From an optimization exercise on the open Yosys and OpenROAD flow, aimed at a short achievable clock period and few clock cycles; shortcuts taken in it are not production practice. The RTL was checked by simulation tests, not by an equivalence proof against the original design. Power is estimated from default activity; no workload was simulated.

File: design/flow/config.mk
export PLATFORM = sky130hd
export DESIGN_NAME = rv_core
export DESIGN_NICKNAME = rv_core
export VERILOG_FILES = /design/flow/design.v
export SDC_FILE = /design/flow/constraint.sdc
export NUM_CORES = 4
export LEC_CHECK = 0
export ABC_CLOCK_PERIOD_IN_PS = 2500
export CAP_MARGIN = 20
export CORE_MARGIN = 2
export CORE_UTILIZATION = 55
export PLACE_DENSITY = 0.65
export SETUP_SLACK_MARGIN = 4.0
export SLEW_MARGIN = 20
File: design/flow/constraint.sdc
create_clock -name core_clock -period 7.0 [get_ports {i_clk}]
set_input_delay 1.4000 -clock core_clock [delete_from_list [all_inputs] [get_ports {i_clk}]]
set_output_delay 1.4000 -clock core_clock [all_outputs]
set_load 0.01 [all_outputs]
File: design/flow/design.v
`default_nettype none
`default_nettype wire
`default_nettype none
package rv_pkg;
  localparam logic [4:0] OPC_LOAD   = 5'b00000;
  localparam logic [4:0] OPC_OP_IMM = 5'b00100;
  localparam logic [4:0] OPC_AUIPC  = 5'b00101;
  localparam logic [4:0] OPC_STORE  = 5'b01000;
  localparam logic [4:0] OPC_OP     = 5'b01100;
  localparam logic [4:0] OPC_LUI    = 5'b01101;
  localparam logic [4:0] OPC_BRANCH = 5'b11000;
  localparam logic [4:0] OPC_JALR   = 5'b11001;
  localparam logic [4:0] OPC_JAL    = 5'b11011;
endpackage
`default_nettype wire
`default_nettype none
module rv_regfile (
  input  logic        i_clk,
  input  logic        i_rst,
  input  logic        i_we,
  input  logic [4:0]  i_rd,
  input  logic [31:0] i_wdata,
  input  logic [4:0]  i_rs1,
  input  logic [4:0]  i_rs2,
  output logic [31:0] o_rs1_data,
  output logic [31:0] o_rs2_data
);
  logic [31:0] regs [1:31];
  always_ff @(posedge i_clk) begin
    if (!i_rst && i_we && (i_rd != 5'd0)) begin
      regs[i_rd] <= i_wdata;
    end
  end
  always_comb begin
    if (i_rs1 == 5'd0)                 o_rs1_data = 32'd0;
    else if (i_we && (i_rs1 == i_rd))  o_rs1_data = i_wdata;
    else                               o_rs1_data = regs[i_rs1];
    if (i_rs2 == 5'd0)                 o_rs2_data = 32'd0;
    else if (i_we && (i_rs2 == i_rd))  o_rs2_data = i_wdata;
    else                               o_rs2_data = regs[i_rs2];
  end
endmodule
`default_nettype wire
`default_nettype none
module rv_core (
  input  logic        i_clk,
  input  logic        i_rst,
  input  logic        i_valid_i,
  input  logic        i_valid_d,
  input  logic [31:0] i_data_in_i,
  input  logic [31:0] i_data_in_d,
  output logic [31:0] o_addr_i,
  output logic [31:0] o_addr_d,
  output logic [3:0]  o_we_d,
  output logic        o_rd_d,
  output logic [31:0] o_data_out_d
);
  localparam int S_ADD  = 0;
  localparam int S_SUB  = 1;
  localparam int S_SLL  = 2;
  localparam int S_SRL  = 3;
  localparam int S_SRA  = 4;
  localparam int S_SLT  = 5;
  localparam int S_SLTU = 6;
  localparam int S_XOR  = 7;
  localparam int S_OR   = 8;
  localparam int S_AND  = 9;
  localparam int S_PC4  = 10;
  localparam int NSEL   = 11;
  localparam int BTB_IB = 4;
  localparam int BTB_N  = 1 << BTB_IB;
  localparam int BTB_TW = 8;
  localparam bit FETCH_PRED = 1'b1;
  logic ce;
  assign ce = i_valid_i && i_valid_d;
  logic [31:0] pc;
  logic [31:0] pc_tr;
  logic [31:0] pc_nr;
  logic        tk_r;
  logic        k_r;
  logic              btb_v   [BTB_N];
  logic [BTB_TW-1:0] btb_tag [BTB_N];
  logic [31:2]       btb_tgt [BTB_N];
  logic        d_bp;
  logic [31:0] d_bpt;
  logic [31:0] d_tgt;
  logic        d_valid_q;
  logic        d_valid;
  logic [31:0] d_pc;
  logic [31:0] d_insn;
  logic [31:0]     e_a;
  logic [31:0]     e_b;
  logic [31:0]     e_sd;
  logic            e_fa;
  logic            e_fb;
  logic            e_fsd;
  logic            e_s_ee;
  logic            e_s_me;
  logic            e_s_em;
  logic            e_s_mm;
  logic [NSEL-1:0] e_sel;
  logic [2:0]      e_f3;
  logic [31:0]     e_pc4;
  logic [31:0]     e_target;
  logic            e_pred_q;
  logic            e_pred;
  logic [31:0]     e_pnext;
  logic [5:0]      e_bk;
  logic [3:0]      e_ra;
  logic [2:0]      e_rs;
  logic [31:0]     e_pc;
  logic            e_jal_q;
  logic            e_jal;
  logic            e_br_q;
  logic            e_br;
  logic            e_jalr_q;
  logic            e_jalr;
  logic            e_load_q;
  logic            e_load;
  logic            e_store_q;
  logic            e_store;
  logic            e_wen_q;
  logic            e_wen;
  logic [4:0]      e_rd;
  logic [31:0] m_result;
  logic [31:0] m_wdata;
  logic [3:0]  m_we;
  logic [2:0]  m_f3;
  logic        m_load;
  logic        m_wen;
  logic [4:0]  m_rd;
  logic        w_wen;
  logic [4:0]  w_rd;
  logic [31:0] w_data;
  logic [31:0] op_a;
  logic [31:0] op_b;
  logic [31:0] sd;
  logic [31:0] sum;
  logic [31:0] diff;
  logic        lt;
  logic        ltu;
  logic        eq;
  logic        taken;
  logic [31:0] result;
  logic        ex_redirect;
  logic [3:0]  be;
  logic [31:0] wdata;
  assign op_a = e_fa  ? m_result : e_a;
  assign op_b = e_fb  ? m_result : e_b;
  assign sd   = e_fsd ? m_result : e_sd;
  logic [31:0] sum_ee, sum_me, sum_em, sum_mm;
  logic [31:0] dif_ee, dif_me, dif_em;
  logic        lt_ee, lt_me, lt_em;
  logic        ltu_ee, ltu_me, ltu_em;
  logic        eq_ee, eq_me, eq_em;
  assign sum_ee = e_a + e_b;
  assign sum_me = m_result + e_b;
  assign sum_em = e_a + m_result;
  assign sum_mm = {m_result[30:0], 1'b0};
  assign dif_ee = e_a - e_b;
  assign dif_me = m_result - e_b;
  assign dif_em = e_a - m_result;
  assign lt_ee  = $signed(e_a) < $signed(e_b);
  assign lt_me  = $signed(m_result) < $signed(e_b);
  assign lt_em  = $signed(e_a) < $signed(m_result);
  assign ltu_ee = e_a < e_b;
  assign ltu_me = m_result < e_b;
  assign ltu_em = e_a < m_result;
  assign eq_ee  = e_a == e_b;
  assign eq_me  = m_result == e_b;
  assign eq_em  = e_a == m_result;
  assign sum  = ({32{e_s_ee}} & sum_ee) | ({32{e_s_me}} & sum_me) |
                ({32{e_s_em}} & sum_em) | ({32{e_s_mm}} & sum_mm);
  assign diff = ({32{e_s_ee}} & dif_ee) | ({32{e_s_me}} & dif_me) | ({32{e_s_em}} & dif_em);
  assign lt   = (e_s_ee & lt_ee) | (e_s_me & lt_me) | (e_s_em & lt_em);
  assign ltu  = (e_s_ee & ltu_ee) | (e_s_me & ltu_me) | (e_s_em & ltu_em);
  assign eq   = (e_s_ee & eq_ee) | (e_s_me & eq_me) | (e_s_em & eq_em) | e_s_mm;
  logic [31:0] res_other;
  always_comb begin
    res_other = 32'd0;
    if (e_sel[S_SLL])  res_other = res_other | (op_a << op_b[4:0]);
    if (e_sel[S_SRL])  res_other = res_other | (op_a >> op_b[4:0]);
    if (e_sel[S_SRA])  res_other = res_other | $unsigned($signed(op_a) >>> op_b[4:0]);
    if (e_sel[S_SLT])  res_other = res_other | {31'd0, lt};
    if (e_sel[S_SLTU]) res_other = res_other | {31'd0, ltu};
    if (e_sel[S_XOR])  res_other = res_other | (op_a ^ op_b);
    if (e_sel[S_OR])   res_other = res_other | (op_a | op_b);
    if (e_sel[S_AND])  res_other = res_other | (op_a & op_b);
    if (e_sel[S_PC4])  res_other = res_other | e_pc4;
  end
  assign result = ({32{e_ra[0]}} & sum_ee) | ({32{e_ra[1]}} & sum_me) |
                  ({32{e_ra[2]}} & sum_em) | ({32{e_ra[3]}} & sum_mm) |
                  ({32{e_rs[0]}} & dif_ee) | ({32{e_rs[1]}} & dif_me) |
                  ({32{e_rs[2]}} & dif_em) | res_other;
  logic tk_ee, tk_me, tk_em, tk_mm;
  assign tk_ee = (e_bk[0] & eq_ee) | (e_bk[1] & !eq_ee) | (e_bk[2] & lt_ee) |
                 (e_bk[3] & !lt_ee) | (e_bk[4] & ltu_ee) | (e_bk[5] & !ltu_ee);
  assign tk_me = (e_bk[0] & eq_me) | (e_bk[1] & !eq_me) | (e_bk[2] & lt_me) |
                 (e_bk[3] & !lt_me) | (e_bk[4] & ltu_me) | (e_bk[5] & !ltu_me);
  assign tk_em = (e_bk[0] & eq_em) | (e_bk[1] & !eq_em) | (e_bk[2] & lt_em) |
                 (e_bk[3] & !lt_em) | (e_bk[4] & ltu_em) | (e_bk[5] & !ltu_em);
  assign tk_mm = e_bk[0] | e_bk[3] | e_bk[5];
  assign taken = (e_s_ee & tk_ee) | (e_s_me & tk_me) | (e_s_em & tk_em) | (e_s_mm & tk_mm);
  logic        act_taken;
  logic        tgt_ok;
  logic        jalr_ok;
  logic [31:1] j_need;
  logic [30:1] j_cout;
  logic        j_c1;
  assign j_need = op_a[31:1] ^ op_b[31:1] ^ e_pnext[31:1];
  assign j_cout = (op_a[30:1] & op_b[30:1]) | (j_need[30:1] & (op_a[30:1] ^ op_b[30:1]));
  assign j_c1   = op_a[0] & op_b[0];
  assign jalr_ok = (j_need[1] == j_c1) && (j_need[31:2] == j_cout[30:1]);
  assign tgt_ok  = e_pnext == e_target;
  logic        r_fix;
  logic [31:0] t_fix;
  logic        r_t;
  logic        r_n;
  assign r_fix = (e_jal && !(e_pred && tgt_ok)) || (e_jalr && !(e_pred && jalr_ok)) ||
                 (e_pred && !e_br && !e_jal && !e_jalr);
  assign t_fix = e_jalr ? {sum[31:1], 1'b0} : e_jal ? e_target : e_pc4;
  assign r_t   = e_br && !(e_pred && tgt_ok);
  assign r_n   = e_br && e_pred;
  assign act_taken   = e_jal || e_jalr || (e_br && taken);
  assign ex_redirect = r_fix || (taken ? r_t : r_n);
  always_comb begin
    case (e_f3[1:0])
      2'b00: begin
        be    = 4'b0001 << sum[1:0];
        wdata = {4{sd[7:0]}};
      end
      2'b01: begin
        be    = sum[1] ? 4'b1100 : 4'b0011;
        wdata = {2{sd[15:0]}};
      end
      default: begin
        be    = 4'b1111;
        wdata = sd;
      end
    endcase
  end
  logic [31:0] ld_shift;
  logic [31:0] ld_data;
  logic [31:0] ma_value;
  assign o_addr_d     = m_result;
  assign o_rd_d       = m_load;
  assign o_we_d       = m_we;
  assign o_data_out_d = m_wdata;
  assign ld_shift = i_data_in_d >> {m_result[1:0], 3'b000};
  always_comb begin
    case (m_f3)
      3'b000:  ld_data = {{24{ld_shift[7]}}, ld_shift[7:0]};
      3'b001:  ld_data = {{16{ld_shift[15]}}, ld_shift[15:0]};
      3'b100:  ld_data = {24'd0, ld_shift[7:0]};
      3'b101:  ld_data = {16'd0, ld_shift[15:0]};
      default: ld_data = ld_shift;
    endcase
  end
  assign ma_value = m_load ? ld_data : m_result;
  logic [4:0]  opc;
  logic [4:0]  rs1;
  logic [4:0]  rs2;
  logic [4:0]  rd;
  logic [2:0]  f3;
  logic        is_lui, is_auipc, is_jal, is_jalr, is_br, is_load, is_store, is_opimm, is_op;
  logic        use_rs1;
  logic        use_rs2;
  logic        writes;
  logic [31:0] imm_i, imm_s, imm_b, imm_u, imm_j;
  logic [31:0] imm;
  logic [31:0] rf_rs1;
  logic [31:0] rf_rs2;
  logic [31:0] rs1_v;
  logic [31:0] rs2_v;
  logic        ex_hit1, ex_hit2;
  logic        id_stall;
  logic        id_pred;
  logic [31:0] id_target;
  logic        alt;
  logic [NSEL-1:0] sel;
  assign opc = d_insn[6:2];
  assign rs1 = d_insn[19:15];
  assign rs2 = d_insn[24:20];
  assign rd  = d_insn[11:7];
  assign f3  = d_insn[14:12];
  assign is_lui   = opc == rv_pkg::OPC_LUI;
  assign is_auipc = opc == rv_pkg::OPC_AUIPC;
  assign is_jal   = opc == rv_pkg::OPC_JAL;
  assign is_jalr  = opc == rv_pkg::OPC_JALR;
  assign is_br    = opc == rv_pkg::OPC_BRANCH;
  assign is_load  = opc == rv_pkg::OPC_LOAD;
  assign is_store = opc == rv_pkg::OPC_STORE;
  assign is_opimm = opc == rv_pkg::OPC_OP_IMM;
  assign is_op    = opc == rv_pkg::OPC_OP;
  assign use_rs1 = is_jalr || is_br || is_load || is_store || is_opimm || is_op;
  assign use_rs2 = is_br || is_store || is_op;
  assign writes  = (is_lui || is_auipc || is_jal || is_jalr || is_load || is_opimm || is_op) &&
                   (rd != 5'd0);
  assign imm_i = {{20{d_insn[31]}}, d_insn[31:20]};
  assign imm_s = {{20{d_insn[31]}}, d_insn[31:25], d_insn[11:7]};
  assign imm_b = {{19{d_insn[31]}}, d_insn[31], d_insn[7], d_insn[30:25], d_insn[11:8], 1'b0};
  assign imm_u = {d_insn[31:12], 12'd0};
  assign imm_j = {{11{d_insn[31]}}, d_insn[31], d_insn[19:12], d_insn[20], d_insn[30:21], 1'b0};
  assign imm = is_store ? imm_s : (is_lui || is_auipc) ? imm_u : is_jal ? imm_j : imm_i;
  rv_regfile regfile_i (
    .i_clk      (i_clk),
    .i_rst      (i_rst),
    .i_we       (w_wen),
    .i_rd       (w_rd),
    .i_wdata    (w_data),
    .i_rs1      (rs1),
    .i_rs2      (rs2),
    .o_rs1_data (rf_rs1),
    .o_rs2_data (rf_rs2)
  );
  assign rs1_v = (m_wen && (m_rd == rs1)) ? ma_value : rf_rs1;
  assign rs2_v = (m_wen && (m_rd == rs2)) ? ma_value : rf_rs2;
  assign ex_hit1 = e_wen && (e_rd == rs1);
  assign ex_hit2 = e_wen && (e_rd == rs2);
  assign id_stall = d_valid && e_load && ((use_rs1 && ex_hit1) || (use_rs2 && ex_hit2));
  assign id_pred   = !FETCH_PRED && d_valid && !d_bp && (is_jal || (is_br && d_insn[31]));
  logic jal_small;
  assign jal_small = d_insn[19:12] == {8{d_insn[31]}};
  assign id_target = d_tgt;
  assign alt = d_insn[30] && (is_op || (f3 == 3'b101));
  always_comb begin
    sel = '0;
    if (is_jal || is_jalr) begin
      sel[S_PC4] = 1'b1;
    end else if (is_op || is_opimm) begin
      case (f3)
        3'b000:  sel[(alt && is_op) ? S_SUB : S_ADD] = 1'b1;
        3'b001:  sel[S_SLL] = 1'b1;
        3'b010:  sel[S_SLT] = 1'b1;
        3'b011:  sel[S_SLTU] = 1'b1;
        3'b100:  sel[S_XOR] = 1'b1;
        3'b101:  sel[alt ? S_SRA : S_SRL] = 1'b1;
        3'b110:  sel[S_OR] = 1'b1;
        default: sel[S_AND] = 1'b1;
      endcase
    end else begin
      sel[S_ADD] = 1'b1;
    end
  end
  assign o_addr_i = pc;
  logic        f_jal;
  logic        f_bbr;
  logic        f_sp;
  assign f_jal = (i_data_in_i[6:2] == rv_pkg::OPC_JAL) &&
                 ((i_data_in_i[19:12] == {8{i_data_in_i[31]}}));
  assign f_bbr = (i_data_in_i[6:2] == rv_pkg::OPC_BRANCH) && i_data_in_i[31];
  assign f_sp  = FETCH_PRED && (f_jal || f_bbr);
  logic        fc_bp  [2];
  logic [31:0] fc_bpt [2];
  logic [31:0] fc_seq [2];
  logic [31:0] fc_tgt [2];
  logic        f_jop;
  assign f_jop = i_data_in_i[6:2] == rv_pkg::OPC_JAL;
  for (genvar c = 0; c < 2; c++) begin : g_fc
    logic [31:0]       p;
    logic [BTB_IB-1:0] idx;
    logic              hit;
    logic [31:0]       btgt;
    logic [13:0]       jal_lo;
    logic [13:0]       br_lo;
    logic [31:13]      hi, hip, him;
    logic              jp, jm, j0, bp1, bm1, b0;
    logic [31:0]       jal_tgt;
    logic [31:0]       br_tgt;
    logic [31:0]       sp_tgt;
    logic [12:0]       jl, bl;
    logic [7:0]        jl_lo, bl_lo;
    logic [5:0]        jl_h0, jl_h1, bl_h0, bl_h1;
    assign p    = (c == 1) ? pc_tr : pc_nr;
    assign idx  = p[BTB_IB+1:2];
    assign hit  = btb_v[idx] && (btb_tag[idx] == p[BTB_IB+BTB_TW+1:BTB_IB+2]);
    assign btgt = {btb_tgt[idx], 2'b00};
    assign jal_lo = {1'b0, p[12:0]} + {1'b0, i_data_in_i[31], i_data_in_i[20],
                                      i_data_in_i[30:21], 1'b0};
    assign br_lo  = {1'b0, p[12:0]} + {1'b0, i_data_in_i[31], i_data_in_i[7],
                                      i_data_in_i[30:25], i_data_in_i[11:8], 1'b0};
    assign hi  = p[31:13];
    assign hip = p[31:13] + 19'd1;
    assign him = p[31:13] - 19'd1;
    assign jp  = !i_data_in_i[31] &&  jal_lo[13];
    assign jm  =  i_data_in_i[31] && !jal_lo[13];
    assign j0  = !(jp || jm);
    assign bp1 = !i_data_in_i[31] &&  br_lo[13];
    assign bm1 =  i_data_in_i[31] && !br_lo[13];
    assign b0  = !(bp1 || bm1);
    assign jal_tgt = {({19{jp}} & hip) | ({19{jm}} & him) | ({19{j0}} & hi), jal_lo[12:0]};
    assign br_tgt  = {({19{bp1}} & hip) | ({19{bm1}} & him) | ({19{b0}} & hi), br_lo[12:0]};
    assign jl_lo = {1'b0, p[6:0]} + {1'b0, i_data_in_i[26:25], i_data_in_i[24:21], 1'b0};
    assign jl_h0 = p[12:7] + {i_data_in_i[31], i_data_in_i[20], i_data_in_i[30:27]};
    assign jl_h1 = p[12:7] + {i_data_in_i[31], i_data_in_i[20], i_data_in_i[30:27]} + 6'd1;
    assign bl_lo = {1'b0, p[6:0]} + {1'b0, i_data_in_i[26:25], i_data_in_i[11:8], 1'b0};
    assign bl_h0 = p[12:7] + {i_data_in_i[31], i_data_in_i[7], i_data_in_i[30:27]};
    assign bl_h1 = p[12:7] + {i_data_in_i[31], i_data_in_i[7], i_data_in_i[30:27]} + 6'd1;
    assign jl = {({6{jl_lo[7]}} & jl_h1) | ({6{!jl_lo[7]}} & jl_h0), jl_lo[6:0]};
    assign bl = {({6{bl_lo[7]}} & bl_h1) | ({6{!bl_lo[7]}} & bl_h0), bl_lo[6:0]};
    assign sp_tgt  = {p[31:13], ({13{f_jal}} & jl) | ({13{f_bbr}} & bl)};
    assign fc_bp[c]  = f_sp || hit;
    assign fc_bpt[c] = f_sp ? sp_tgt : btgt;
    assign fc_seq[c] = f_sp ? sp_tgt : hit ? btgt : p + 32'd4;
    assign fc_tgt[c] = f_jop ? jal_tgt : br_tgt;
  end
  logic        f_bp;
  logic [31:0] f_bpt;
  assign f_bp  = tk_r ? fc_bp[1]  : fc_bp[0];
  assign f_bpt = tk_r ? fc_bpt[1] : fc_bpt[0];
  logic [31:0] pc_seq;
  logic [31:0] pc_t;
  logic [31:0] pc_n;
  assign pc_seq = tk_r ? fc_seq[1] : fc_seq[0];
  assign pc_t   = (r_fix || r_t || id_stall) ? (r_fix ? t_fix : r_t ? e_target : pc) : pc_seq;
  assign pc_n   = (r_fix || r_n || id_stall) ? (r_fix ? t_fix : r_n ? e_pc4 : pc) : pc_seq;
  assign pc = tk_r ? pc_tr : pc_nr;
  always_ff @(posedge i_clk) begin
    if (i_rst) begin
      pc_tr     <= 32'h0000_0000;
      pc_nr     <= 32'h0000_0000;
      tk_r      <= 1'b0;
      k_r       <= 1'b0;
      d_valid_q <= 1'b0;
    end else if (ce) begin
      pc_tr     <= pc_t;
      pc_nr     <= pc_n;
      tk_r      <= taken;
      k_r       <= ex_redirect;
      d_valid_q <= id_stall ? d_valid : !id_pred;
    end
  end
  assign d_valid = d_valid_q && !k_r;
  assign e_br    = e_br_q && !k_r;
  assign e_jal   = e_jal_q && !k_r;
  assign e_jalr  = e_jalr_q && !k_r;
  assign e_pred  = e_pred_q && !k_r;
  assign e_load  = e_load_q && !k_r;
  assign e_store = e_store_q && !k_r;
  assign e_wen   = e_wen_q && !k_r;
  always_ff @(posedge i_clk) begin
    if (ce && !id_stall) begin
      d_pc   <= pc;
      d_insn <= i_data_in_i;
      d_bp   <= f_bp;
      d_bpt  <= f_bpt;
      d_tgt  <= tk_r ? fc_tgt[1] : fc_tgt[0];
    end
  end
  always_ff @(posedge i_clk) begin
    if (i_rst) begin
      e_br_q    <= 1'b0;
      e_jal_q   <= 1'b0;
      e_jalr_q  <= 1'b0;
      e_pred_q  <= 1'b0;
      e_load_q  <= 1'b0;
      e_store_q <= 1'b0;
      e_wen_q   <= 1'b0;
    end else if (ce) begin
      if (id_stall || !d_valid) begin
        e_br_q    <= 1'b0;
        e_jal_q   <= 1'b0;
        e_pred_q  <= 1'b0;
        e_jalr_q  <= 1'b0;
        e_load_q  <= 1'b0;
        e_store_q <= 1'b0;
        e_wen_q   <= 1'b0;
      end else begin
        e_br_q    <= is_br;
        e_jal_q   <= is_jal && jal_small;
        e_pred_q  <= d_bp || id_pred;
        e_jalr_q  <= is_jalr || (is_jal && !jal_small);
        e_load_q  <= is_load;
        e_store_q <= is_store;
        e_wen_q   <= writes;
      end
    end
  end
  always_ff @(posedge i_clk) begin
    if (ce) begin
      e_a      <= (is_auipc || is_jal) ? d_pc : is_lui ? 32'd0 : rs1_v;
      e_b      <= (is_op || is_br) ? rs2_v : imm;
      e_sd     <= rs2_v;
      e_fa     <= use_rs1 && ex_hit1;
      e_fb     <= (is_op || is_br) && ex_hit2;
      e_s_ee   <= !(use_rs1 && ex_hit1) && !((is_op || is_br) && ex_hit2);
      e_s_me   <=  (use_rs1 && ex_hit1) && !((is_op || is_br) && ex_hit2);
      e_s_em   <= !(use_rs1 && ex_hit1) &&  ((is_op || is_br) && ex_hit2);
      e_s_mm   <=  (use_rs1 && ex_hit1) &&  ((is_op || is_br) && ex_hit2);
      e_fsd    <= ex_hit2;
      e_sel    <= sel;
      e_ra     <= {4{sel[S_ADD]}} & {  (use_rs1 && ex_hit1) &&  ((is_op || is_br) && ex_hit2),
                                      !(use_rs1 && ex_hit1) &&  ((is_op || is_br) && ex_hit2),
                                       (use_rs1 && ex_hit1) && !((is_op || is_br) && ex_hit2),
                                      !(use_rs1 && ex_hit1) && !((is_op || is_br) && ex_hit2)};
      e_rs     <= {3{sel[S_SUB]}} & {!(use_rs1 && ex_hit1) &&  ((is_op || is_br) && ex_hit2),
                                       (use_rs1 && ex_hit1) && !((is_op || is_br) && ex_hit2),
                                      !(use_rs1 && ex_hit1) && !((is_op || is_br) && ex_hit2)};
      e_f3     <= f3;
      e_pc4    <= d_pc + 32'd4;
      e_target <= id_target;
      e_pnext  <= d_bpt;
      e_bk     <= {f3 == 3'b111, f3 == 3'b110, f3 == 3'b101, f3 == 3'b100, f3 == 3'b001,
                   f3 == 3'b000};
      e_pc     <= d_pc;
      e_rd     <= rd;
    end
  end
  logic              u_we;
  logic              u_taken;
  logic [BTB_IB-1:0] u_idx;
  logic [BTB_TW-1:0] u_tag;
  logic [31:2]       u_tgt;
  always_ff @(posedge i_clk) begin
    if (i_rst) begin
      u_we <= 1'b0;
    end else if (ce) begin
      u_we <= e_br || e_jal || e_jalr;
    end
  end
  always_ff @(posedge i_clk) begin
    if (ce) begin
      u_taken <= act_taken;
      u_idx   <= e_pc[BTB_IB+1:2];
      u_tag   <= e_pc[BTB_IB+BTB_TW+1:BTB_IB+2];
      u_tgt   <= e_jalr ? sum[31:2] : e_target[31:2];
    end
  end
  always_ff @(posedge i_clk) begin
    if (i_rst) begin
      for (int i = 0; i < BTB_N; i++) btb_v[i] <= 1'b0;
    end else if (ce && u_we) begin
      btb_v[u_idx] <= u_taken;
    end
  end
  always_ff @(posedge i_clk) begin
    if (ce && u_we && u_taken) begin
      btb_tag[u_idx] <= u_tag;
      btb_tgt[u_idx] <= u_tgt;
    end
  end
  always_ff @(posedge i_clk) begin
    if (i_rst) begin
      m_load <= 1'b0;
      m_we   <= 4'd0;
      m_wen  <= 1'b0;
      w_wen  <= 1'b0;
    end else if (ce) begin
      m_load <= e_load;
      m_we   <= e_store ? be : 4'd0;
      m_wen  <= e_wen;
      w_wen  <= m_wen;
    end
  end
  always_ff @(posedge i_clk) begin
    if (ce) begin
      m_result <= result;
      m_wdata  <= wdata;
      m_f3     <= e_f3;
      m_rd     <= e_rd;
      w_rd     <= m_rd;
      w_data   <= ma_value;
    end
  end
endmodule
`default_nettype wire
File: design/flow/run.sh
#!/bin/bash
# synth_recipe.tcl (not shown) runs the flow's synth.tcl, then flattens the netlist and writes it again
# the make line also repeats each setting of config.mk as NAME=value (left out here)
make -C /OpenROAD-flow-scripts/flow DESIGN_CONFIG=/design/flow/config.mk WORK_HOME=/design/flow/orfs CLKGATE_MAP_FILE= SYNTH_SCRIPT=/design/flow/synth_recipe.tcl finish
==> results of run 1 <==
worst max-delay path by stage:
stage                               start        end
after CTS                     m_result[0]        k_r
after global placement    i_data_in_i[23]  d_tgt[30]
after floorplan            i_data_in_i[8]  d_tgt[19]
after global routing              e_a[23]        k_r
after detailed placement  i_data_in_i[23]  d_tgt[30]
final                         m_result[0]        k_r
worst reg2reg max path, cell delays in order (launching register included):
cell and delay (ps):
edfxtp_1 350, buf_6 150, buf_12 150, clkinvlp_4 250, ha_4 250, inv_2 50, fa_2 230, a211oi_2 90
o311a_1 380, or3_4 460, a21oi_4 290, o211a_1 190, nor4_2 50, o31ai_2 320, o221ai_4 160, a2111oi_4 230
buf_6 200, buf_6 120, mux2i_1 170, a211oi_1 90
per-stage QoR:
| step | instance area, µm² | std cells | power (mW) |
|---|---|---|---|
| 2_1_floorplan | 131200 | 10160 | 18.95 |
| 3_3_place_gp | 136300 | 12960 | 21.02 |
| 4_1_cts | 163200 | 14270 | 35.65 |
| 5_1_grt | 169700 | 14620 | 37.44 |
| 3_5_place_dp | 136400 | 12960 | 21.06 |
| 6_report | 169700 | 14640 | 36.84 |
power groups by stage:
stage | sequential, mW | combinational (mW) | clock (mW)
after floorplan | 15.2 | 3.71 | 0
after global placement | 15.6 | 5.42 | 0
after detailed placement | 15.6 | 5.45 | 0
after CTS | 15.2 | 7.45 | 13.0
after global routing | 15.2 | 8.66 | 13.6
final | 15.2 | 8.49 | 13.2
area by class of cell:
| class | instances | share of cell area (%) |
|---|---|---|
| timing repair buffer | 1646 | 11.93 |
| clock buffer | 284 | 3.572 |
| inverter | 382 | 0.9178 |
| antenna | 35 | 0.05160 |
| timing repair inverter | 2 | 0.01032 |
| multi-input combinational | 6755 | 41.07 |
| clock inverter | 155 | 1.116 |
| tap | 3150 | 2.322 |
| sequential | 2234 | 39.01 |
layout by cell type (no fill, tap or decap), types with 100 or more instances in the layout:
cell type  instances
o21ai_0          227
nor3_1           102
mux2i_4          100
a211oi_1         115
nand3_1          173
nor2_1           620
buf_4            801
clkbuf_16        249
xor2_1           128
xnor2_1          172
a21oi_1          588
inv_1            291
mux2i_1          268
buf_6            271
nand2_1          603
a21oi_2          132
buf_12           207
buf_16           128
ha_1             199
edfxtp_1        2134
mux4_2           940
what timing repair did:
| item | in CTS | in global routing |
|---|---|---|
| endpoints found under the hold margin | 0 | 0 |
| pin swaps | 468 | 393 |
| setup endpoints to repair | 1716 | 807 |
| setup buffers | 750 | 300 |
| gates resized for setup | 2452 | 754 |
| gates cloned | 118 | 17 |
cells by family after synthesis:
logic type	after synthesis
buffers and inverters	1177
muxes	1398
adders and majority gates	347
DFF	2234
xor gates and xnor gates	359
AOI/OAI and AO/OA	2421
and+or+nand+nor	2225
per-layer routing:
metal	wire length, µm	up-vias	global-route usage, %
met5	679	-	0
met4	56690	50	34.07
met3	97350	2590	18.96
met2	253500	10130	68.47
met1	197100	54780	60.75
li1	-	42490	-
==> summary.txt, run 1 <==
first-pass GRT wire length 813,800 µm; initial antenna violation count 51; die extent in x 490.7 µm; vias in the first global route 103,100; Critical Path Most Common Cell buf_6; max FFs per register 992; final clock skew 123.7 ps; Synth Warn # 6; Comb pwr share 23.0%; Clock Tree Root clkbuf_16; Top Registers regfile_i.regs (992), btb_tgt (480), btb_tag (128); Psw 11.02 mW; outcome timing/DRC/antenna clean; Fillers 15,160; Worst setup EP type flip-flop; Final TNS setup 0 ps; Sw Share 29.91%; routed len/inst 41.34 µm; Synth Register Bits 2,234; final hold vios 0; RSZ-0062 raised after global routing yes; Critical R2R Capture k_r; worst hold path class flip-flop to flip-flop; worst-skew pair later-pin latency 980 ps; FP Rows 178; Post-Synth Adder-Cell Area 3.575%; Post-Synthesis Cells 10,160; share of cells above drive strength 1 38.79%; Tmin final 4335 ps; # hold bufs at CTS 0; dpl ws 956.9 ps; number of synthesized flops with an enable pin 2,134; final WL 605,300 µm; Crit Path Class flip-flop to flip-flop; Worst Hold Depth 0; startpoint types flip-flop; gr ovfl total 0; worst reg2reg path startpoint m_result[0]; Synth async-reset ratio 0%; P&R area growth vs syn 30.28%; Power Internal 25.82 mW; CP Cell Sequence buf_6 > buf_12 > clkinvlp_4 > ha_4 > inv_2 > fa_2 > a211oi_2 > o311a_1 > or3_4 > a21oi_4 > o211a_1 > nor4_2 > o31ai_2 > o221ai_4 > a2111oi_4 > buf_6 > buf_6 > mux2i_1 > a211oi_1; f_max 230.7 MHz; clock power share 35.7%; Fin Hold WS 411.0 ps; Seq pwr share 41.2%; Top FF cell, synth edfxtp_1; flop-to-flop setup slack 2670 ps; R2R cell count 19; worst-path fanout max 5; max cap viols 0; synthesized cell area 130,300 µm²; post-synth top area cell edfxtp_1; Max clock buf depth 3; top-area cell type share of the netlist area 49.19%; Hold Crit Start d_bpt[8]; Placer Congestion 1.059; Worst path depth 19; All-Layer GR Usage 48.34%; PD cells 217.1 nW/µm²; post-route ant nets 0; CTS tree done; Sinks on Clock Net 2,234; sequential cell area 66,210 µm²; Synth area leaders edfxtp_1, mux4_2, mux2i_1; IO Pins 169; largest net degree at the start of global routing 159; clock slew seen by the registers of the worst setup and hold paths 60 ps; final net count 11,670; Top delay family on crit path compound AO/OA/AOI/OAI gates; starting DRC count in detailed routing 18,790; Hold Path Sink e_pnext[8]; max-slew headroom at the worst pin 18.40%; Buf/Inv on CP 6; I/O Buffers 166; most common cell in the netlist edfxtp_1; Vias/cell 7.515; synthesized net count 10,580; vias 110,000; final setup violation count 0; Largest Register regfile_i.regs; slowest CP cell or3_4; post-synthesis mux area share 19.83%; # DRC 0; Post-synth top cells edfxtp_1, mux4_2, a21oi_1; required time of the critical path 7740 ps; Initial Util 55.34%; Synth cell types 102; Multi-input gate area 69,700 µm²; CP max stage delay 460 ps; Post-DP HPWL 358,300 µm; period utilization 61.92%; Post-Synth Simple-Gate Area 7.785%; Peak VDD IR 0.3580 mV; Max H-tree Level 4; number of detailed-route iterations in the first pass 9; die area 240,800 µm²; largest family of logic cells by synthesized area multiplexers; Seq/Total Area, Yosys 50.73%; xor/xnor share of the synthesized area 2.414%; Pleak 58.99 nW; final worst setup slack 2665 ps; Core Footprint 235,400 µm²; post-synthesis compound-gate area fraction 12.19%; total CTS buffers 233; Arr. time, crit path 5070 ps; Worst Tran Pin Value 1190 ps; utilization after layout 72.10%; syn avg cell area 12.82 µm²; die height 490.7 µm; Max Slew Vio Count 0
Testbench counts, summed over its fixed seeds: cycles 11,981.
==> inputs of run 2 (changes only) <==
--- a/design/flow/config.mk
+++ b/design/flow/config.mk
@@ -10,5 +10,5 @@
 export CORE_MARGIN = 2
 export CORE_UTILIZATION = 55
 export PLACE_DENSITY = 0.65
-export SETUP_SLACK_MARGIN = 4.0
+export SETUP_SLACK_MARGIN = 2.9
 export SLEW_MARGIN = 20
==> summary.txt, run 2 <==
synthesized net count 10,580 (unchanged); max-slew headroom at the worst pin 11.08% (-7.3 points); total CTS buffers 231 (-0.86%); period utilization 61.24% (-0.68 points); final clock skew 89.88 ps (-33.84 ps); post-synth top area cell edfxtp_1; f_max 233.3 MHz (+1.1%); RSZ-0062 raised after global routing yes; max cap viols 0 (unchanged); Max Slew Vio Count 0 (unchanged); worst-path fanout max 8 (+3); Max clock buf depth 3 (unchanged); IO Pins 169 (unchanged); All-Layer GR Usage 42.75% (-5.6 points); Post-Synthesis Cells 10,160 (unchanged); worst hold path class flip-flop to flip-flop; sequential cell area 66,170 µm² (about the same); Initial Util 55.34% (unchanged); Peak VDD IR 0.2570 mV (-28%); slowest CP cell fa_1; Top Registers regfile_i.regs (992), btb_tgt (480), btb_tag (128); startpoint types flip-flop; Synth cell types 102 (unchanged); most frequent cells in the layout edfxtp_1, mux4_2, a21oi_1; # DRC 0 (unchanged); Multi-input gate area 64,110 µm² (-8.0%); vias in the first global route 95,030 (-7.9%); Final TNS setup 0 ps (unchanged); Synth async-reset ratio 0% (unchanged); FP Rows 178 (unchanged); most common cell after layout, fill and taps aside edfxtp_1; clock slew seen by the registers of the worst setup and hold paths 70 ps (about the same); CP Cell Sequence buf_6 > buf_16 > mux2i_1 > inv_1 > fa_1 > xnor2_2 > nor4_4 > nand4_1 > nor4_4 > o21ai_4 > buf_12 > nor2_4 > nand2_8 > o211a_1 > nor3_4; first-pass GRT wire length 726,900 µm (-11%); syn avg cell area 12.82 µm² (unchanged); most common cell in the netlist edfxtp_1; initial antenna violation count 51 (unchanged); final setup violation count 0 (unchanged); Top FF cell, synth edfxtp_1; synthesized cell area 130,300 µm² (unchanged); outcome timing/DRC/antenna clean; Total Power Consumption 34.73 mW (-5.7%); largest net degree at the start of global routing 170 (+6.9%); Top delay family on crit path simple AND/OR/NAND/NOR gates; P&R area growth vs syn 16.81%; Max H-tree Level 4 (unchanged); Synth Warn # 6 (unchanged); required time of the critical path 7780 ps (+40 ps); Fillers 17,300 (+14%); Worst setup EP type flip-flop; CTS tree done; Largest Register regfile_i.regs; worst-skew pair later-pin latency 960 ps (-20 ps); number of synthesized flops with an enable pin 2,134 (unchanged); Post-synth top cells edfxtp_1, mux4_2, a21oi_1; Core Footprint 235,400 µm² (unchanged); Seq/Total Area, Yosys 50.73% (unchanged); gr ovfl total 0 (unchanged); post-route ant nets 0 (unchanged); Clock Tree Root clkbuf_16; number of detailed-route iterations in the first pass 8 (-1); Buf/Inv on CP 4 (-2); routed len/inst 38.52 µm (-6.8%); Crit Path Class flip-flop to flip-flop; die area 240,800 µm² (unchanged); starting DRC count in detailed routing 15,780 (-16%); final WL 532,500 µm (-12%); vias 101,500 (-7.8%); CP max stage delay 450 ps (about the same); share of cells above drive strength 1 26.22% (-13 points); die extent in x 490.7 µm (unchanged); Worst Tran Pin Value 1324 ps (+133.6 ps); Pleak 51.75 nW (-12%); final net count 10,860 (-6.9%); Synth Register Bits 2,234 (unchanged); Sinks on Clock Net 2,234 (unchanged); Tmin final 4287 ps (-47.66 ps); Vias/cell 7.341 (-2.3%); top-area cell type share of the netlist area 49.19% (unchanged); max FFs per register 992 (unchanged); Post-DP HPWL 359,500 µm (+0.36%); Critical Path Most Common Cell nor4_4; Synth area leaders edfxtp_1, mux4_2, mux2i_1; Arr. time, crit path 5070 ps (about the same); I/O Buffers 166 (unchanged); # hold bufs at CTS 0 (unchanged); Placer Congestion 1.047 (-1.2%); final hold vios 0 (unchanged); die height 490.7 µm (unchanged); PD cells 228.2 nW/µm² (+5.1%)
run 2: cell counts after synthesis:
Identical to the previous run, type by type.
run 2: report_power, final:
part	total, mW	internal, mW	switching (mW)
Combinational	6.48	2.57	3.91
Clock	13.0	7.33	5.67
Sequential	15.3	14.8	0.443
run 2: logic make-up (layout without fill, tap and decap cells):
logic type / count (synthesis) / after routing / synth area share (%)
AO/OA/AOI/OAI: 2421 / 2421 / 12.19
XOR/XNOR: 359 / 359 / 2.414
adder cells (fa/ha/maj): 347 / 347 / 3.575
buffers and inverters: 1177 / 1655 / 3.479
flip-flops: 2234 / 2234 / 50.73
multiplexers: 1398 / 1398 / 19.83
other: 0 / 32 / 0
AND/OR/NAND/NOR: 2225 / 2229 / 7.785
run 2: final cells by class:
class / count / area share (%)
flip-flops and latches: 2234 / 43.49
multi-input cells: 6754 / 42.13
repair buffers: 845 / 5.541
clock buffers: 276 / 3.976
well taps: 3150 / 2.590
clock inverters: 152 / 1.260
inverters: 382 / 0.9653
diodes: 32 / 0.05262
run 2: per-stage QoR:
step	utilization (%)	hold WS [ps]	area [µm²]	cells	setup slack [ps]
CTS	62.85	407.2	148000	13600	2772
floorplan	-	400.3	130700	10160	2432
global placement	57.78	401.8	136000	12980	905.5
finish	64.64	404.2	152200	13830	2713
detailed placement	57.80	404.5	136100	12980	772.9
global route	64.61	401.4	152100	13800	2633
run 2: final timing paths:
check	startpoint	end	slack (ps)	cells past startpoint
min	d_bpt[12]	e_pnext[12]	400	0
min reg2reg	d_bpt[12]	e_pnext[12]	400	0
max	e_fa	flip-flop	2710	15
max reg2reg	e_fa	flip-flop	2710	15
run 2: what timing repair did:
action	CTS	global route
setup buffers	187	164
pin swaps	84	158
gates cloned	9	12
gates resized for setup	477	479
setup endpoints to repair	262	253
run 2: metal layers:
layer	vias to the layer above	wire length [µm]	track usage, %
met4	36	41490	26.89
met2	7746	233700	62.93
li1	40770	-	-
met1	51200	186700	55.73
met3	1735	70400	12.68
met5	-	283	0
==> inputs of run 3 (changes only) <==
--- a/design/flow/design.v
+++ b/design/flow/design.v
@@ -27,7 +27,7 @@
 );
   logic [31:0] regs [1:31];
   always_ff @(posedge i_clk) begin
-    if (!i_rst && i_we && (i_rd != 5'd0)) begin
+    if (i_we && (i_rd != 5'd0)) begin
       regs[i_rd] <= i_wdata;
     end
   end
@@ -67,7 +67,7 @@
   localparam int S_AND  = 9;
   localparam int S_PC4  = 10;
   localparam int NSEL   = 11;
-  localparam int BTB_IB = 4;
+  localparam int BTB_IB = 5;
   localparam int BTB_N  = 1 << BTB_IB;
   localparam int BTB_TW = 8;
   localparam bit FETCH_PRED = 1'b1;
@@ -83,7 +83,7 @@
   logic [31:2]       btb_tgt [BTB_N];
   logic        d_bp;
   logic [31:0] d_bpt;
-  logic [31:0] d_tgt;
+  logic [13:0] d_tlo;
   logic        d_valid_q;
   logic        d_valid;
   logic [31:0] d_pc;
@@ -321,7 +321,12 @@
   assign id_pred   = !FETCH_PRED && d_valid && !d_bp && (is_jal || (is_br && d_insn[31]));
   logic jal_small;
   assign jal_small = d_insn[19:12] == {8{d_insn[31]}};
-  assign id_target = d_tgt;
+  logic [31:13] d_hi, d_hip, d_him;
+  assign d_hi  = d_pc[31:13];
+  assign d_hip = d_pc[31:13] + 19'd1;
+  assign d_him = d_pc[31:13] - 19'd1;
+  assign id_target = {(!d_insn[31] && d_tlo[13]) ? d_hip :
+                      (d_insn[31] && !d_tlo[13]) ? d_him : d_hi, d_tlo[12:0]};
   assign alt = d_insn[30] && (is_op || (f3 == 3'b101));
   always_comb begin
     sel = '0;
@@ -353,7 +358,7 @@
   logic        fc_bp  [2];
   logic [31:0] fc_bpt [2];
   logic [31:0] fc_seq [2];
-  logic [31:0] fc_tgt [2];
+  logic [13:0] fc_tlo [2];
   logic        f_jop;
   assign f_jop = i_data_in_i[6:2] == rv_pkg::OPC_JAL;
   for (genvar c = 0; c < 2; c++) begin : g_fc
@@ -363,10 +368,6 @@
     logic [31:0]       btgt;
     logic [13:0]       jal_lo;
     logic [13:0]       br_lo;
-    logic [31:13]      hi, hip, him;
-    logic              jp, jm, j0, bp1, bm1, b0;
-    logic [31:0]       jal_tgt;
-    logic [31:0]       br_tgt;
     logic [31:0]       sp_tgt;
     logic [12:0]       jl, bl;
     logic [7:0]        jl_lo, bl_lo;
@@ -379,17 +380,6 @@
                                       i_data_in_i[30:21], 1'b0};
     assign br_lo  = {1'b0, p[12:0]} + {1'b0, i_data_in_i[31], i_data_in_i[7],
                                       i_data_in_i[30:25], i_data_in_i[11:8], 1'b0};
-    assign hi  = p[31:13];
-    assign hip = p[31:13] + 19'd1;
-    assign him = p[31:13] - 19'd1;
-    assign jp  = !i_data_in_i[31] &&  jal_lo[13];
-    assign jm  =  i_data_in_i[31] && !jal_lo[13];
-    assign j0  = !(jp || jm);
-    assign bp1 = !i_data_in_i[31] &&  br_lo[13];
-    assign bm1 =  i_data_in_i[31] && !br_lo[13];
-    assign b0  = !(bp1 || bm1);
-    assign jal_tgt = {({19{jp}} & hip) | ({19{jm}} & him) | ({19{j0}} & hi), jal_lo[12:0]};
-    assign br_tgt  = {({19{bp1}} & hip) | ({19{bm1}} & him) | ({19{b0}} & hi), br_lo[12:0]};
     assign jl_lo = {1'b0, p[6:0]} + {1'b0, i_data_in_i[26:25], i_data_in_i[24:21], 1'b0};
     assign jl_h0 = p[12:7] + {i_data_in_i[31], i_data_in_i[20], i_data_in_i[30:27]};
     assign jl_h1 = p[12:7] + {i_data_in_i[31], i_data_in_i[20], i_data_in_i[30:27]} + 6'd1;
@@ -402,7 +392,7 @@
     assign fc_bp[c]  = f_sp || hit;
     assign fc_bpt[c] = f_sp ? sp_tgt : btgt;
     assign fc_seq[c] = f_sp ? sp_tgt : hit ? btgt : p + 32'd4;
-    assign fc_tgt[c] = f_jop ? jal_tgt : br_tgt;
+    assign fc_tlo[c] = f_jop ? jal_lo : br_lo;
   end
   logic        f_bp;
   logic [31:0] f_bpt;
@@ -444,7 +434,7 @@
       d_insn <= i_data_in_i;
       d_bp   <= f_bp;
       d_bpt  <= f_bpt;
-      d_tgt  <= tk_r ? fc_tgt[1] : fc_tgt[0];
+      d_tlo  <= tk_r ? fc_tlo[1] : fc_tlo[0];
     end
   end
   always_ff @(posedge i_clk) begin
@@ -507,6 +497,8 @@
     end
   end
   logic              u_we;
+  logic              u_jmp;
+  logic              u_br;
   logic              u_taken;
   logic [BTB_IB-1:0] u_idx;
   logic [BTB_TW-1:0] u_tag;
@@ -520,12 +512,14 @@
   end
   always_ff @(posedge i_clk) begin
     if (ce) begin
-      u_taken <= act_taken;
+      u_jmp   <= e_jal || e_jalr;
+      u_br    <= e_br;
       u_idx   <= e_pc[BTB_IB+1:2];
       u_tag   <= e_pc[BTB_IB+BTB_TW+1:BTB_IB+2];
       u_tgt   <= e_jalr ? sum[31:2] : e_target[31:2];
     end
   end
+  assign u_taken = u_jmp || (u_br && tk_r);
   always_ff @(posedge i_clk) begin
     if (i_rst) begin
       for (int i = 0; i < BTB_N; i++) btb_v[i] <= 1'b0;
==> summary.txt, run 3 <==
Buf/Inv on CP 4 (unchanged); gr ovfl total 0 (unchanged); Synth async-reset ratio 0% (unchanged); Non-Filler Instances 15,410 (+11%); syn avg cell area 14.20 µm² (+11%); synthesized net count 11,410 (+7.9%); P&R area growth vs syn 15.89%; final clock skew 59.95 ps (-29.93 ps); I/O Buffers 166 (unchanged); Arr. time, crit path 5100 ps (+30 ps); IO Pins 169 (unchanged); Placer Congestion 1.045 (-0.20%); Worst setup EP type flip-flop; Synth Warn # 6 (unchanged); Initial Util 55.34% (about the same); vias 114,600 (+13%); Total Power Consumption 42.69 mW (+23%); RSZ-0062 raised after global routing yes; most frequent cells in the layout edfxtp_1, mux4_2, nand2_1; sequential cell area 84,500 µm² (+28%); Post-synth top cells edfxtp_1, mux4_2, nor2_1; Top FF cell, synth edfxtp_1; max-slew headroom at the worst pin 8.447% (-2.6 points); first-pass GRT wire length 871,600 µm (+20%); outcome timing/DRC/antenna clean; Post-Layout Inst Area 181,000 µm² (+19%); Fillers 20,200 (+17%); most common cell in the netlist edfxtp_1; f_max 224.4 MHz (-3.8%); Max Slew Vio Count 0 (unchanged); number of synthesized flops with an enable pin 2,743 (+29%); placed cells 14,470 (+12%); utilization after layout 64.13% (-0.51 points); Max clock buf depth 4 (+1); worst reg2reg path startpoint m_result[28]; Multi-input gate area 70,730 µm² (+10%); die extent in x 536.9 µm (+9.4%); worst-skew pair later-pin latency 940 ps (-20 ps); most common cell after layout, fill and taps aside edfxtp_1; synthesized cell area 156,200 µm² (+20%); Final TNS setup 0 ps (unchanged); startpoint types flip-flop; Pleak 60.18 nW (+16%); Critical R2R Capture m_result[31]; final worst setup slack 2543 ps (-170.0 ps); # hold bufs at CTS 0 (unchanged); Post-Synthesis Cells 11,000 (+8.2%); dpl ws 1090 ps (+317.6 ps); FP Rows 195 (+9.6%); Tmin final 4457 ps (+170.0 ps); clock slew seen by the registers of the worst setup and hold paths 70 ps (about the same); required time of the critical path 7640 ps (-140 ps); number of detailed-route iterations in the first pass 9 (+1); Worst path depth 14 (-1); R2R cell count 14 (-1); post-route ant nets 0 (unchanged); share of cells above drive strength 1 27.51% (+1.3 points); final WL 642,200 µm (+21%); Core Footprint 282,300 µm² (+20%); vias in the first global route 108,900 (+15%); Post-DP HPWL 421,900 µm (+17%); Synth area leaders edfxtp_1, mux4_2, mux2i_1; die height 536.9 µm (+9.4%); final setup violation count 0 (unchanged); worst-path fanout max 14 (+6); die area 288,300 µm² (+20%); CTS tree done; Crit Path Class flip-flop to flip-flop; Synth Register Bits 2,845 (+27%); starting DRC count in detailed routing 19,110 (+21%); period utilization 63.67% (+2.4 points); max FFs per register 992 (unchanged); post-synth top area cell edfxtp_1; Clock Tree Root clkbuf_16; Post-DP Area 163,400 µm² (+20%); end of the critical path m_result[31]; Critical Path Start m_result[28]; Largest Register regfile_i.regs; initial antenna violation count 39 (-24%); Top delay family on crit path compound AO/OA/AOI/OAI gates; PD cells 235.8 nW/µm² (+3.3%); Fin Hold WS 380.4 ps (-23.80 ps); Synth cell types 107 (+4.9%); flop-to-flop setup slack 2540 ps (-170 ps); Top Registers regfile_i.regs (992), btb_tgt (960), btb_tag (256); Seq/Total Area, Yosys 54.04% (+3.3 points); final net count 11,820 (+8.8%); top-area cell type share of the netlist area 52.73% (+3.5 points); worst hold path class flip-flop to flip-flop; Peak VDD IR 0.2680 mV (+4.3%); slowest CP cell edfxtp_1; # DRC 0 (unchanged); final hold vios 0 (unchanged); largest net degree at the start of global routing 133 (-22%); Max H-tree Level 5 (+1); All-Layer GR Usage 43.80% (+1.1 points); max cap viols 0 (unchanged); Vias/cell 7.438 (+1.3%); Sinks on Clock Net 2,845 (+27%); CP Cell Sequence buf_6 > inv_1 > ha_2 > inv_1 > a21oi_1 > o21bai_1 > a21oi_1 > mux2i_1 > o311a_1 > o311ai_1 > buf_4 > a221o_1 > a221o_1 > a2111o_1; routed len/inst 41.68 µm (+8.2%); total CTS buffers 307 (+33%); CP max stage delay 610 ps (+160 ps); Worst Tran Pin Value 1373 ps (+49.71 ps)
## run 3: where the power goes
part	switching [mW]	internal (mW)	total [mW]
Clock	7.15	8.94	16.1
Combinational	4.45	2.86	7.31
Sequential	0.480	18.8	19.3
Total	12.1	30.6	42.7
## run 3: layer usage
metal / GRT usage [%] / wire [µm] / vias up
met4: 26.57 / 48260 / 20
li1: - / - / 44950
met5: 0 / 129 / -
met2: 62.63 / 275200 / 9324
met3: 12.41 / 89610 / 1897
met1: 59.80 / 229000 / 58420
## run 3: what timing repair did
action / 4_1_cts / 5_1_grt
endpoints found under the setup margin: 1154 / 541
gates resized for setup: 489 / 382
pin swaps: 86 / 131
gates cloned: 12 / 8
setup buffers: 217 / 104
## run 3: final cells by class
| cell class | instances | share of cell area [%] |
|---|---|---|
| diodes | 21 | 0.02903 |
| clock buffers | 376 | 4.431 |
| clock inverters | 173 | 0.9475 |
| inverters | 375 | 0.8141 |
| multi-input cells | 6953 | 39.07 |
| flip-flops and latches | 2845 | 46.67 |
| well taps | 3743 | 2.587 |
| repair buffers | 923 | 5.447 |
## run 3: kinds of logic after synthesis
kind of cell | share of synthesized area (%)
flip-flops | 54.04
AO/OA/AOI/OAI | 9.729
AND/OR/NAND/NOR | 6.342
multiplexers | 21.83
buffers and inverters | 3.153
adder cells (fa/ha/maj) | 2.994
XOR/XNOR | 1.912
## run 3: worst min path at each step
stage                          from     endpoint  slack (ps)  cells after the start
after floorplan            d_bpt[0]   e_pnext[0]         400                      0
after global placement    d_bpt[29]  e_pnext[29]         400                      0
after detailed placement   d_tlo[9]  e_target[9]         400                      0
after CTS                 d_bpt[29]  e_pnext[29]         370                      0
after global routing      d_bpt[29]  e_pnext[29]         390                      0
final                      d_tlo[4]  e_target[4]         380                      0
Testbench counts of run 3, summed over its fixed seeds: cycles 11,917.

-- re-timing with driven ports --
The flow's constraints put no driver on any port. The routed layouts listed below were extracted and timed again, unchanged, in two steps. Step 1, drivers: a clkbuf_16 drives i_clk and a buf_2 each remaining input, both assumed. Step 2 times the ports against the registers' clock, not the clock port: input delays grow and output delays shrink by t, the midpoint of the rising clock arrivals with the driver on. Three values: no drivers, after step 1, after step 2; two values: the first two.
| run | t (ns) | setup slack, ns | hold WS [ns] | clock arrival spread, ns |
|---|---|---|---|---|
| run 1 | 1.015 | 2.665 / 2.665 / 1.851 | 0.411 / 0.411 / 0.411 | 0.127 / 0.127 |
| run 2 | 1.009 | 2.713 / 2.712 / 1.703 | 0.404 / 0.404 / 0.404 | 0.098 / 0.098 |
| run 3 | 1.009 | 2.543 / 2.543 / 1.898 | 0.380 / 0.380 / 0.380 | 0.060 / 0.060 |
After both steps setup and hold are still met in every run listed. The setup slack of run 2, which loses most, moves by -0.001 ns with the drivers and by -1.010 ns with both steps.
